What follows belongs to an exercise in optimizing a design on an open flow for small area, a short achievable clock period and few clock cycles per item; a production flow would make more cautious choices.
Where RTL was checked, it was by simulation tests only, not by an equivalence proof against the original.
No activity file was given, so power comes from the tool's default toggle rates.

==> v16 <==
==> flow/design.v <==
package data_mem_pkg;
  localparam logic SZ_BYTE  = 1'b0;
  localparam logic SZ_WORD  = 1'b1;
  localparam logic RW_READ  = 1'b0;
  localparam logic RW_WRITE = 1'b1;
endpackage
module dm_rd_or8 (
  input  logic [7:0] d,
  input  logic [7:0] sel,
  output logic       y
);
  logic [3:0] w_l1;
  for (genvar i = 0; i < 4; i++) begin : g_l1
    assign w_l1[i] = ~((d[2*i] & sel[2*i]) | (d[2*i+1] & sel[2*i+1]));
  end
  assign y = ~&w_l1;
endmodule
module dm_rd_bit (
  input  logic [63:0] d,
  input  logic [7:0]  sel_lo,
  input  logic [7:0]  sel_hi,
  output logic        y
);
  logic [7:0] w_grp;
  for (genvar g = 0; g < 8; g++) begin : g_grp
    dm_rd_or8 u (.d(d[8*g +: 8]), .sel(sel_lo), .y(w_grp[g]));
  end
  dm_rd_or8 u_top (.d(w_grp), .sel(sel_hi), .y(y));
endmodule
module dm_out_word (
  input  logic v,
  input  logic load_w,
  input  logic q,
  input  logic hold,
  output logic d
);
  assign d = (v & load_w) | (q & hold);
endmodule
module dm_out_byte (
  input  logic [3:0] v,
  input  logic [3:0] load,
  input  logic       q,
  input  logic       hold,
  output logic       d
);
  assign d = |(v & load) | (q & hold);
endmodule
module dm_we (
  input  logic sel_lo,
  input  logic sel_hi,
  input  logic lane,
  output logic we
);
  assign we = sel_lo & sel_hi & lane;
endmodule
module dm_ctl (
  input  logic       en,
  input  logic       rw,
  input  logic       size,
  input  logic       ld,
  input  logic [1:0] off,
  input  logic       ph,
  output logic       done,
  output logic       stall,
  output logic       load,
  output logic       fault,
  output logic       zero_n
);
  logic w_mis;
  assign w_mis  = size && off != 2'b00;
  assign done   = en && (ph || rw || w_mis);
  assign stall  = en && !(ph || rw || w_mis);
  assign load   = en && ld && (ph || rw || w_mis);
  assign fault  = en && w_mis;
  assign zero_n = !(en && w_mis);
endmodule
module data_mem_ctrl (
  input  logic        CLK,
  input  logic        CLR,
  input  logic        enable_i,
  input  logic        rw_i,
  input  logic        size_i,
  input  logic        load_i,
  input  logic [31:0] addr_i,
  input  logic [31:0] wdata_i,
  output logic [31:0] rdata_o,
  output logic        load_o,
  output logic        stall_o,
  output logic        done_o
  ,
  output logic        fault_o
);
  logic [31:0] r_mem [64];
  logic [7:0]  w_eff;
  logic [31:0] r_out, w_out_d, w_q, w_wdata;
  logic [7:0]  w_sel_lo, w_sel_hi;
  logic [3:0]  w_lanes, w_ld_byte;
  logic        r_ph, w_fault, w_rd_start, w_clr_out, w_ld_word, w_hold, w_zero_n, w_fault_o;
  logic        w_unused;
  assign w_unused = ^addr_i[31:8];
  assign w_eff    = addr_i[7:0];
  assign w_fault = size_i == data_mem_pkg::SZ_WORD && w_eff[1:0] != 2'b00;
  assign fault_o = w_fault_o;
  assign w_rd_start = enable_i && rw_i == data_mem_pkg::RW_READ && !w_fault && !r_ph;
  assign w_lanes = (!CLR && enable_i && rw_i == data_mem_pkg::RW_WRITE && !w_fault) ?
                   (size_i == data_mem_pkg::SZ_WORD ? 4'hF : 4'b1000 >> w_eff[1:0]) : 4'h0;
  assign w_wdata = size_i == data_mem_pkg::SZ_WORD ? wdata_i : {4{wdata_i[7:0]}};
  always_comb
    for (int i = 0; i < 8; i++) begin
      w_sel_lo[i] = w_eff[4:2] == 3'(i);
      w_sel_hi[i] = w_eff[7:5] == 3'(i);
    end
  for (genvar i = 0; i < 64; i++) begin : g_word
    for (genvar b = 0; b < 4; b++) begin : g_lane
      logic w_we;
      dm_we u_we (.sel_lo(w_sel_lo[i % 8]), .sel_hi(w_sel_hi[i / 8]), .lane(w_lanes[b]), .we(w_we));
      always_ff @(posedge CLK)
        if (w_we) r_mem[i][8*b +: 8] <= w_wdata[8*b +: 8];
    end
  end
  for (genvar j = 0; j < 32; j++) begin : g_rd
    logic [63:0] w_col;
    always_comb
      for (int i = 0; i < 64; i++) w_col[i] = r_mem[i][j];
    dm_rd_bit u_bit (.d(w_col), .sel_lo(w_sel_lo), .sel_hi(w_sel_hi), .y(w_q[j]));
  end
  assign w_clr_out = CLR || (enable_i && w_fault);
  assign w_hold    = !w_clr_out && !w_rd_start;
  assign w_ld_word = !w_clr_out && w_rd_start && size_i == data_mem_pkg::SZ_WORD;
  always_comb
    for (int k = 0; k < 4; k++)
      w_ld_byte[k] = !w_clr_out && w_rd_start &&
                     (size_i == data_mem_pkg::SZ_WORD ? k == 3 : w_eff[1:0] == 2'(k));
  for (genvar j = 8; j < 32; j++) begin : g_ow
    dm_out_word u (.v(w_q[j]), .load_w(w_ld_word), .q(r_out[j]), .hold(w_hold), .d(w_out_d[j]));
  end
  for (genvar j = 0; j < 8; j++) begin : g_ob
    dm_out_byte u (.v({w_q[j], w_q[8+j], w_q[16+j], w_q[24+j]}), .load(w_ld_byte), .q(r_out[j]),
                   .hold(w_hold), .d(w_out_d[j]));
  end
  dm_ctl u_ctl (
    .en    (enable_i),
    .rw    (rw_i),
    .size  (size_i),
    .ld    (load_i),
    .off   (w_eff[1:0]),
    .ph    (r_ph),
    .done  (done_o),
    .stall (stall_o),
    .load  (load_o),
    .fault (w_fault_o),
    .zero_n(w_zero_n)
  );
  assign rdata_o = r_out & {32{w_zero_n}};
  always_ff @(posedge CLK) begin
    r_ph  <= !CLR && w_rd_start;
    r_out <= w_out_d;
  end
endmodule
==> flow/run.sh <==
#!/bin/bash
# synth_recipe.tcl (not shown) runs the flow's synth.tcl, then flattens the netlist and writes it again
# the make line also repeats each setting of config.mk as NAME=value (left out here)
make -C /OpenROAD-flow-scripts/flow DESIGN_CONFIG=/design/flow/config.mk WORK_HOME=/design/flow/orfs CLKGATE_MAP_FILE= SYNTH_SCRIPT=/design/flow/synth_recipe.tcl finish
==> flow/config.mk <==
export PLATFORM = sky130hd
export DESIGN_NAME = data_mem_ctrl
export DESIGN_NICKNAME = data_mem_ctrl
export VERILOG_FILES = /design/flow/design.v
export SDC_FILE = /design/flow/constraint.sdc
export NUM_CORES = 4
export LEC_CHECK = 0
export CAP_MARGIN = 20
export CORE_MARGIN = 2
export CORE_UTILIZATION = 55
export CTS_CLUSTER_DIAMETER = 100
export CTS_CLUSTER_SIZE = 30
export SETUP_SLACK_MARGIN = 1.8
export SLEW_MARGIN = 20
export SYNTH_HIERARCHICAL = 1
==> flow/constraint.sdc <==
create_clock -name core_clock -period 4.0 [get_ports {CLK}]
set_input_delay 0.8000 -clock core_clock [delete_from_list [all_inputs] [get_ports {CLK}]]
set_output_delay 0.8000 -clock core_clock [all_outputs]
set_load 0.01 [all_outputs]
==> v29: changes against v16 <==
--- a/flow/design.v
+++ b/flow/design.v
@@ -54,24 +54,57 @@
   assign we = sel_lo & sel_hi & lane;
 endmodule
-module dm_ctl (
+module dm_done (
   input  logic       en,
   input  logic       rw,
   input  logic       size,
-  input  logic       ld,
   input  logic [1:0] off,
   input  logic       ph,
-  output logic       done,
-  output logic       stall,
-  output logic       load,
-  output logic       fault,
-  output logic       zero_n
+  output logic       done
 );
-  logic w_mis;
-  assign w_mis  = size && off != 2'b00;
-  assign done   = en && (ph || rw || w_mis);
-  assign stall  = en && !(ph || rw || w_mis);
-  assign load   = en && ld && (ph || rw || w_mis);
-  assign fault  = en && w_mis;
-  assign zero_n = !(en && w_mis);
+  assign done = en && (ph || rw || (size && off != 2'b00));
+endmodule
+module dm_stall (
+  input  logic       en,
+  input  logic       rw,
+  input  logic       size,
+  input  logic [1:0] off,
+  input  logic       ph,
+  output logic       stall
+);
+  assign stall = en && !(ph || rw || (size && off != 2'b00));
+endmodule
+module dm_load (
+  input  logic       en,
+  input  logic       rw,
+  input  logic       size,
+  input  logic [1:0] off,
+  input  logic       ph,
+  input  logic       ld,
+  output logic       load
+);
+  assign load = en && ld && (ph || rw || (size && off != 2'b00));
+endmodule
+module dm_fault (
+  input  logic       en,
+  input  logic       size,
+  input  logic [1:0] off,
+  output logic       fault
+);
+  assign fault = en && size && off != 2'b00;
+endmodule
+module dm_rdata4 (
+  input  logic [3:0] r,
+  input  logic       en,
+  input  logic       size,
+  input  logic [1:0] off,
+  output logic [3:0] y
+);
+  assign y = (en && size && off != 2'b00) ? 4'h0 : r;
+endmodule
+module dm_dec8 (
+  input  logic [2:0] a,
+  output logic [7:0] y
+);
+  assign y = 8'b1 << a;
 endmodule
 module data_mem_ctrl (
@@ -95,6 +128,8 @@
   logic [31:0] r_out, w_out_d, w_q, w_wdata;
   logic [7:0]  w_sel_lo, w_sel_hi;
+  logic [7:0]  w_rsel_lo [8];
+  logic [7:0]  w_rsel_hi [4];
   logic [3:0]  w_lanes, w_ld_byte;
-  logic        r_ph, w_fault, w_rd_start, w_clr_out, w_ld_word, w_hold, w_zero_n, w_fault_o;
+  logic        r_ph, w_fault, w_rd_start, w_clr_out, w_ld_word, w_hold, w_fault_o;
   logic        w_unused;
   assign w_unused = ^addr_i[31:8];
@@ -106,9 +141,12 @@
                    (size_i == data_mem_pkg::SZ_WORD ? 4'hF : 4'b1000 >> w_eff[1:0]) : 4'h0;
   assign w_wdata = size_i == data_mem_pkg::SZ_WORD ? wdata_i : {4{wdata_i[7:0]}};
-  always_comb
-    for (int i = 0; i < 8; i++) begin
-      w_sel_lo[i] = w_eff[4:2] == 3'(i);
-      w_sel_hi[i] = w_eff[7:5] == 3'(i);
-    end
+  dm_dec8 u_dec_wlo (.a(w_eff[4:2]), .y(w_sel_lo));
+  dm_dec8 u_dec_whi (.a(w_eff[7:5]), .y(w_sel_hi));
+  for (genvar c = 0; c < 8; c++) begin : g_dec_lo
+    dm_dec8 u (.a(w_eff[4:2]), .y(w_rsel_lo[c]));
+  end
+  for (genvar c = 0; c < 4; c++) begin : g_dec_hi
+    dm_dec8 u (.a(w_eff[7:5]), .y(w_rsel_hi[c]));
+  end
   for (genvar i = 0; i < 64; i++) begin : g_word
     for (genvar b = 0; b < 4; b++) begin : g_lane
@@ -123,5 +161,5 @@
     always_comb
       for (int i = 0; i < 64; i++) w_col[i] = r_mem[i][j];
-    dm_rd_bit u_bit (.d(w_col), .sel_lo(w_sel_lo), .sel_hi(w_sel_hi), .y(w_q[j]));
+    dm_rd_bit u_bit (.d(w_col), .sel_lo(w_rsel_lo[j / 4]), .sel_hi(w_rsel_hi[j / 8]), .y(w_q[j]));
   end
   assign w_clr_out = CLR || (enable_i && w_fault);
@@ -139,18 +177,15 @@
                    .hold(w_hold), .d(w_out_d[j]));
   end
-  dm_ctl u_ctl (
-    .en    (enable_i),
-    .rw    (rw_i),
-    .size  (size_i),
-    .ld    (load_i),
-    .off   (w_eff[1:0]),
-    .ph    (r_ph),
-    .done  (done_o),
-    .stall (stall_o),
-    .load  (load_o),
-    .fault (w_fault_o),
-    .zero_n(w_zero_n)
-  );
-  assign rdata_o = r_out & {32{w_zero_n}};
+  dm_done  u_done  (.en(enable_i), .rw(rw_i), .size(size_i), .off(w_eff[1:0]), .ph(r_ph),
+                    .done(done_o));
+  dm_stall u_stall (.en(enable_i), .rw(rw_i), .size(size_i), .off(w_eff[1:0]), .ph(r_ph),
+                    .stall(stall_o));
+  dm_load  u_load  (.en(enable_i), .rw(rw_i), .size(size_i), .off(w_eff[1:0]), .ph(r_ph),
+                    .ld(load_i), .load(load_o));
+  dm_fault u_fault (.en(enable_i), .size(size_i), .off(w_eff[1:0]), .fault(w_fault_o));
+  for (genvar j = 0; j < 8; j++) begin : g_rdo
+    dm_rdata4 u (.r(r_out[4*j +: 4]), .en(enable_i), .size(size_i), .off(w_eff[1:0]),
+                 .y(rdata_o[4*j +: 4]));
+  end
   always_ff @(posedge CLK) begin
     r_ph  <= !CLR && w_rd_start;
==> flow/flow/run.sh (new file) <==
#!/bin/bash
set -euo pipefail
bash standard.sh MATCH_CELL_FOOTPRINT=0 "BUFFER_PORTS_ARGS=-buffer_cell sky130_fd_sc_hd__buf_4" finish > standard.log 2>&1
==> flow/standard.sh (new file) <==
#!/bin/bash
# synth_recipe.tcl (not shown) runs the flow's synth.tcl, then flattens the netlist and writes it again
# the make line also repeats each setting of config.mk as NAME=value (left out here)
make -C /OpenROAD-flow-scripts/flow DESIGN_CONFIG=/design/flow/config.mk WORK_HOME=/design/flow/orfs CLKGATE_MAP_FILE= SYNTH_SCRIPT=/design/flow/synth_recipe.tcl "${@:-finish}"
Settings changed: CORE_UTILIZATION 55 to 65, CTS_CLUSTER_SIZE 30 to 24, SETUP_SLACK_MARGIN 1.8 to 2.0.
removed: flow/run.sh
==> v39: changes against v16 <==
--- a/flow/design.v
+++ b/flow/design.v
@@ -54,24 +54,57 @@
   assign we = sel_lo & sel_hi & lane;
 endmodule
-module dm_ctl (
+module dm_done (
   input  logic       en,
   input  logic       rw,
   input  logic       size,
-  input  logic       ld,
   input  logic [1:0] off,
   input  logic       ph,
-  output logic       done,
-  output logic       stall,
-  output logic       load,
-  output logic       fault,
-  output logic       zero_n
+  output logic       done
 );
-  logic w_mis;
-  assign w_mis  = size && off != 2'b00;
-  assign done   = en && (ph || rw || w_mis);
-  assign stall  = en && !(ph || rw || w_mis);
-  assign load   = en && ld && (ph || rw || w_mis);
-  assign fault  = en && w_mis;
-  assign zero_n = !(en && w_mis);
+  assign done = en && (ph || rw || (size && off != 2'b00));
+endmodule
+module dm_stall (
+  input  logic       en,
+  input  logic       rw,
+  input  logic       size,
+  input  logic [1:0] off,
+  input  logic       ph,
+  output logic       stall
+);
+  assign stall = en && !(ph || rw || (size && off != 2'b00));
+endmodule
+module dm_load (
+  input  logic       en,
+  input  logic       rw,
+  input  logic       size,
+  input  logic [1:0] off,
+  input  logic       ph,
+  input  logic       ld,
+  output logic       load
+);
+  assign load = en && ld && (ph || rw || (size && off != 2'b00));
+endmodule
+module dm_fault (
+  input  logic       en,
+  input  logic       size,
+  input  logic [1:0] off,
+  output logic       fault
+);
+  assign fault = en && size && off != 2'b00;
+endmodule
+module dm_rdata4 (
+  input  logic [3:0] r,
+  input  logic       en,
+  input  logic       size,
+  input  logic [1:0] off,
+  output logic [3:0] y
+);
+  assign y = (en && size && off != 2'b00) ? 4'h0 : r;
+endmodule
+module dm_dec8 (
+  input  logic [2:0] a,
+  output logic [7:0] y
+);
+  assign y = 8'b1 << a;
 endmodule
 module data_mem_ctrl (
@@ -95,6 +128,8 @@
   logic [31:0] r_out, w_out_d, w_q, w_wdata;
   logic [7:0]  w_sel_lo, w_sel_hi;
+  logic [7:0]  w_rsel_lo [4];
+  logic [7:0]  w_rsel_hi [2];
   logic [3:0]  w_lanes, w_ld_byte;
-  logic        r_ph, w_fault, w_rd_start, w_clr_out, w_ld_word, w_hold, w_zero_n, w_fault_o;
+  logic        r_ph, w_fault, w_rd_start, w_clr_out, w_ld_word, w_hold, w_fault_o;
   logic        w_unused;
   assign w_unused = ^addr_i[31:8];
@@ -106,9 +141,12 @@
                    (size_i == data_mem_pkg::SZ_WORD ? 4'hF : 4'b1000 >> w_eff[1:0]) : 4'h0;
   assign w_wdata = size_i == data_mem_pkg::SZ_WORD ? wdata_i : {4{wdata_i[7:0]}};
-  always_comb
-    for (int i = 0; i < 8; i++) begin
-      w_sel_lo[i] = w_eff[4:2] == 3'(i);
-      w_sel_hi[i] = w_eff[7:5] == 3'(i);
-    end
+  dm_dec8 u_dec_wlo (.a(w_eff[4:2]), .y(w_sel_lo));
+  dm_dec8 u_dec_whi (.a(w_eff[7:5]), .y(w_sel_hi));
+  for (genvar c = 0; c < 4; c++) begin : g_dec_lo
+    dm_dec8 u (.a(w_eff[4:2]), .y(w_rsel_lo[c]));
+  end
+  for (genvar c = 0; c < 2; c++) begin : g_dec_hi
+    dm_dec8 u (.a(w_eff[7:5]), .y(w_rsel_hi[c]));
+  end
   for (genvar i = 0; i < 64; i++) begin : g_word
     for (genvar b = 0; b < 4; b++) begin : g_lane
@@ -123,5 +161,5 @@
     always_comb
       for (int i = 0; i < 64; i++) w_col[i] = r_mem[i][j];
-    dm_rd_bit u_bit (.d(w_col), .sel_lo(w_sel_lo), .sel_hi(w_sel_hi), .y(w_q[j]));
+    dm_rd_bit u_bit (.d(w_col), .sel_lo(w_rsel_lo[j / 8]), .sel_hi(w_rsel_hi[j / 16]), .y(w_q[j]));
   end
   assign w_clr_out = CLR || (enable_i && w_fault);
@@ -139,18 +177,15 @@
                    .hold(w_hold), .d(w_out_d[j]));
   end
-  dm_ctl u_ctl (
-    .en    (enable_i),
-    .rw    (rw_i),
-    .size  (size_i),
-    .ld    (load_i),
-    .off   (w_eff[1:0]),
-    .ph    (r_ph),
-    .done  (done_o),
-    .stall (stall_o),
-    .load  (load_o),
-    .fault (w_fault_o),
-    .zero_n(w_zero_n)
-  );
-  assign rdata_o = r_out & {32{w_zero_n}};
+  dm_done  u_done  (.en(enable_i), .rw(rw_i), .size(size_i), .off(w_eff[1:0]), .ph(r_ph),
+                    .done(done_o));
+  dm_stall u_stall (.en(enable_i), .rw(rw_i), .size(size_i), .off(w_eff[1:0]), .ph(r_ph),
+                    .stall(stall_o));
+  dm_load  u_load  (.en(enable_i), .rw(rw_i), .size(size_i), .off(w_eff[1:0]), .ph(r_ph),
+                    .ld(load_i), .load(load_o));
+  dm_fault u_fault (.en(enable_i), .size(size_i), .off(w_eff[1:0]), .fault(w_fault_o));
+  for (genvar j = 0; j < 8; j++) begin : g_rdo
+    dm_rdata4 u (.r(r_out[4*j +: 4]), .en(enable_i), .size(size_i), .off(w_eff[1:0]),
+                 .y(rdata_o[4*j +: 4]));
+  end
   always_ff @(posedge CLK) begin
     r_ph  <= !CLR && w_rd_start;
==> flow/flow/run.sh (new file) <==
#!/bin/bash
set -euo pipefail
bash standard.sh MATCH_CELL_FOOTPRINT=0 "BUFFER_PORTS_ARGS=-buffer_cell sky130_fd_sc_hd__buf_4" finish > standard.log 2>&1
==> flow/standard.sh (new file) <==
#!/bin/bash
# synth_recipe.tcl (not shown) runs the flow's synth.tcl, then flattens the netlist and writes it again
# the make line also repeats each setting of config.mk as NAME=value (left out here)
make -C /OpenROAD-flow-scripts/flow DESIGN_CONFIG=/design/flow/config.mk WORK_HOME=/design/flow/orfs CLKGATE_MAP_FILE= SYNTH_SCRIPT=/design/flow/synth_recipe.tcl "${@:-finish}"
Settings changed: CAP_MARGIN 20 to 10, CORE_UTILIZATION 55 to 65, CTS_CLUSTER_SIZE 30 to 24, SETUP_SLACK_MARGIN 1.8 to 2.0, SLEW_MARGIN 20 to 10.
removed: flow/run.sh
==> v3: changes against v16 <==
--- a/flow/design.v
+++ b/flow/design.v
@@ -46,33 +46,4 @@
   assign d = |(v & load) | (q & hold);
 endmodule
-module dm_we (
-  input  logic sel_lo,
-  input  logic sel_hi,
-  input  logic lane,
-  output logic we
-);
-  assign we = sel_lo & sel_hi & lane;
-endmodule
-module dm_ctl (
-  input  logic       en,
-  input  logic       rw,
-  input  logic       size,
-  input  logic       ld,
-  input  logic [1:0] off,
-  input  logic       ph,
-  output logic       done,
-  output logic       stall,
-  output logic       load,
-  output logic       fault,
-  output logic       zero_n
-);
-  logic w_mis;
-  assign w_mis  = size && off != 2'b00;
-  assign done   = en && (ph || rw || w_mis);
-  assign stall  = en && !(ph || rw || w_mis);
-  assign load   = en && ld && (ph || rw || w_mis);
-  assign fault  = en && w_mis;
-  assign zero_n = !(en && w_mis);
-endmodule
 module data_mem_ctrl (
   input  logic        CLK,
@@ -95,15 +66,18 @@
   logic [31:0] r_out, w_out_d, w_q, w_wdata;
   logic [7:0]  w_sel_lo, w_sel_hi;
-  logic [3:0]  w_lanes, w_ld_byte;
-  logic        r_ph, w_fault, w_rd_start, w_clr_out, w_ld_word, w_hold, w_zero_n, w_fault_o;
-  logic        w_unused;
+  logic [3:0]  w_lanes, w_we, w_ld_byte;
+  logic        r_ph, w_fault, w_rd_start, w_clr_out, w_ld_word, w_hold, w_unused;
   assign w_unused = ^addr_i[31:8];
   assign w_eff    = addr_i[7:0];
   assign w_fault = size_i == data_mem_pkg::SZ_WORD && w_eff[1:0] != 2'b00;
-  assign fault_o = w_fault_o;
+  assign fault_o = enable_i && w_fault;
   assign w_rd_start = enable_i && rw_i == data_mem_pkg::RW_READ && !w_fault && !r_ph;
-  assign w_lanes = (!CLR && enable_i && rw_i == data_mem_pkg::RW_WRITE && !w_fault) ?
-                   (size_i == data_mem_pkg::SZ_WORD ? 4'hF : 4'b1000 >> w_eff[1:0]) : 4'h0;
+  assign w_lanes = size_i == data_mem_pkg::SZ_WORD ? 4'hF : 4'b1000 >> w_eff[1:0];
+  assign w_we    = (!CLR && enable_i && rw_i == data_mem_pkg::RW_WRITE && !w_fault) ? w_lanes : 4'h0;
   assign w_wdata = size_i == data_mem_pkg::SZ_WORD ? wdata_i : {4{wdata_i[7:0]}};
+  always_ff @(posedge CLK) begin
+    for (int b = 0; b < 4; b++)
+      if (w_we[b]) r_mem[w_eff[7:2]][8*b +: 8] <= w_wdata[8*b +: 8];
+  end
   always_comb
     for (int i = 0; i < 8; i++) begin
@@ -111,12 +85,4 @@
       w_sel_hi[i] = w_eff[7:5] == 3'(i);
     end
-  for (genvar i = 0; i < 64; i++) begin : g_word
-    for (genvar b = 0; b < 4; b++) begin : g_lane
-      logic w_we;
-      dm_we u_we (.sel_lo(w_sel_lo[i % 8]), .sel_hi(w_sel_hi[i / 8]), .lane(w_lanes[b]), .we(w_we));
-      always_ff @(posedge CLK)
-        if (w_we) r_mem[i][8*b +: 8] <= w_wdata[8*b +: 8];
-    end
-  end
   for (genvar j = 0; j < 32; j++) begin : g_rd
     logic [63:0] w_col;
@@ -139,18 +105,8 @@
                    .hold(w_hold), .d(w_out_d[j]));
   end
-  dm_ctl u_ctl (
-    .en    (enable_i),
-    .rw    (rw_i),
-    .size  (size_i),
-    .ld    (load_i),
-    .off   (w_eff[1:0]),
-    .ph    (r_ph),
-    .done  (done_o),
-    .stall (stall_o),
-    .load  (load_o),
-    .fault (w_fault_o),
-    .zero_n(w_zero_n)
-  );
-  assign rdata_o = r_out & {32{w_zero_n}};
+  assign rdata_o = (enable_i && w_fault) ? 32'h0 : r_out;
+  assign done_o  = enable_i && (r_ph || rw_i == data_mem_pkg::RW_WRITE || w_fault);
+  assign stall_o = enable_i && !done_o;
+  assign load_o  = done_o && load_i;
   always_ff @(posedge CLK) begin
     r_ph  <= !CLR && w_rd_start;
==> comparison <==
Total power, lowest first: v16, v3, v39, v29. Sequential share of layout area, highest first: v39, v29, v16, v3. Combinational power, lowest first: v39, v16, v3, v29. The highest synthesized cell count belongs to v3, the lowest to v16. First-iteration DRC count, highest first: v3, v29, v39, v16. Setup slack, highest first: v29, v39, v16, v3.
==> figures <==
metric                                                                                 v16                      v29                       v3                      v39
Detail Route met3 WL                                                               18.1 mm                  29.6 mm                  32.0 mm                  24.8 mm
Synth Instances                                                                      3,970                    4,070                    4,095                    4,022
Footprint of the multi-input gates                                             16,300 um^2              17,500 um^2              15,600 um^2              16,100 um^2
Pre-Repair DR Iteration Count                                                            6                        6                        5                        6
Critical path's largest stage delay                                                0.25 ns                  0.40 ns                  0.21 ns                  0.32 ns
Synthesis-to-finish area growth                                                      19.4%                    17.9%                    20.3%                    14.9%
Number of resized instances in the post-cts repair step                              1,052                      626                      733                      444
Result of the run                                                  complete, no violations  complete, no violations  complete, no violations  complete, no violations
Register-to-Register Setup Slack                                                   1.58 ns                  1.65 ns                  1.87 ns                  1.81 ns
Pre-CTS setup slack                                                               0.181 ns                 0.155 ns                0.0215 ns                 0.166 ns
Via count of the first global-routing pass                                          41,600                   44,900                   43,300                   42,100
Static leakage                                                                     27.2 nW                  27.6 nW                  28.0 nW                  26.7 nW
Total number of placement rows                                                         135                      125                      136                      125
Fraction of post-synthesis cell area in the top cell type by area                    0.816                    0.806                    0.810                    0.810
Testbench counts of v39, summed over its fixed seeds: cycles 7,338, items 4,800.
The RTL of v16, v29 and v3 was laid out without a check of its function.

## port drivers added, routing unchanged
No port has a modelled driver above. Below, the same layouts with a new extraction and two added sets of constraints.
Step 1: set_driving_cell puts a clkbuf_16 on CLK and a buf_2 on each other input, an assumption about the parent block.
Step 2 times the ports against the registers' clock, not the clock port: input delays grow and output delays shrink by t, the midpoint of the rising clock arrivals with the driver on.
Slacks: ideal ports / drivers / drivers and shift; pairs: ideal ports / drivers.
run	t, ns	setup slack, ns	worst setup path after step 2	latest minus earliest clock arrival (ns)
v16	0.800	1.252 / 1.214 / 0.511	input to register	0.033 / 0.032
v29	0.799	1.535 / 1.258 / 0.458	input to register	0.032 / 0.033
v39	0.806	1.517 / 1.339 / 0.533	input to register	0.029 / 0.030
v3	0.811	1.178 / 1.125 / 0.579	input to register	0.038 / 0.037
After both steps setup and hold are still met in every run listed. For v29, which loses most, drivers alone change the setup slack by -0.277 ns; drivers and shift together by -1.077 ns.
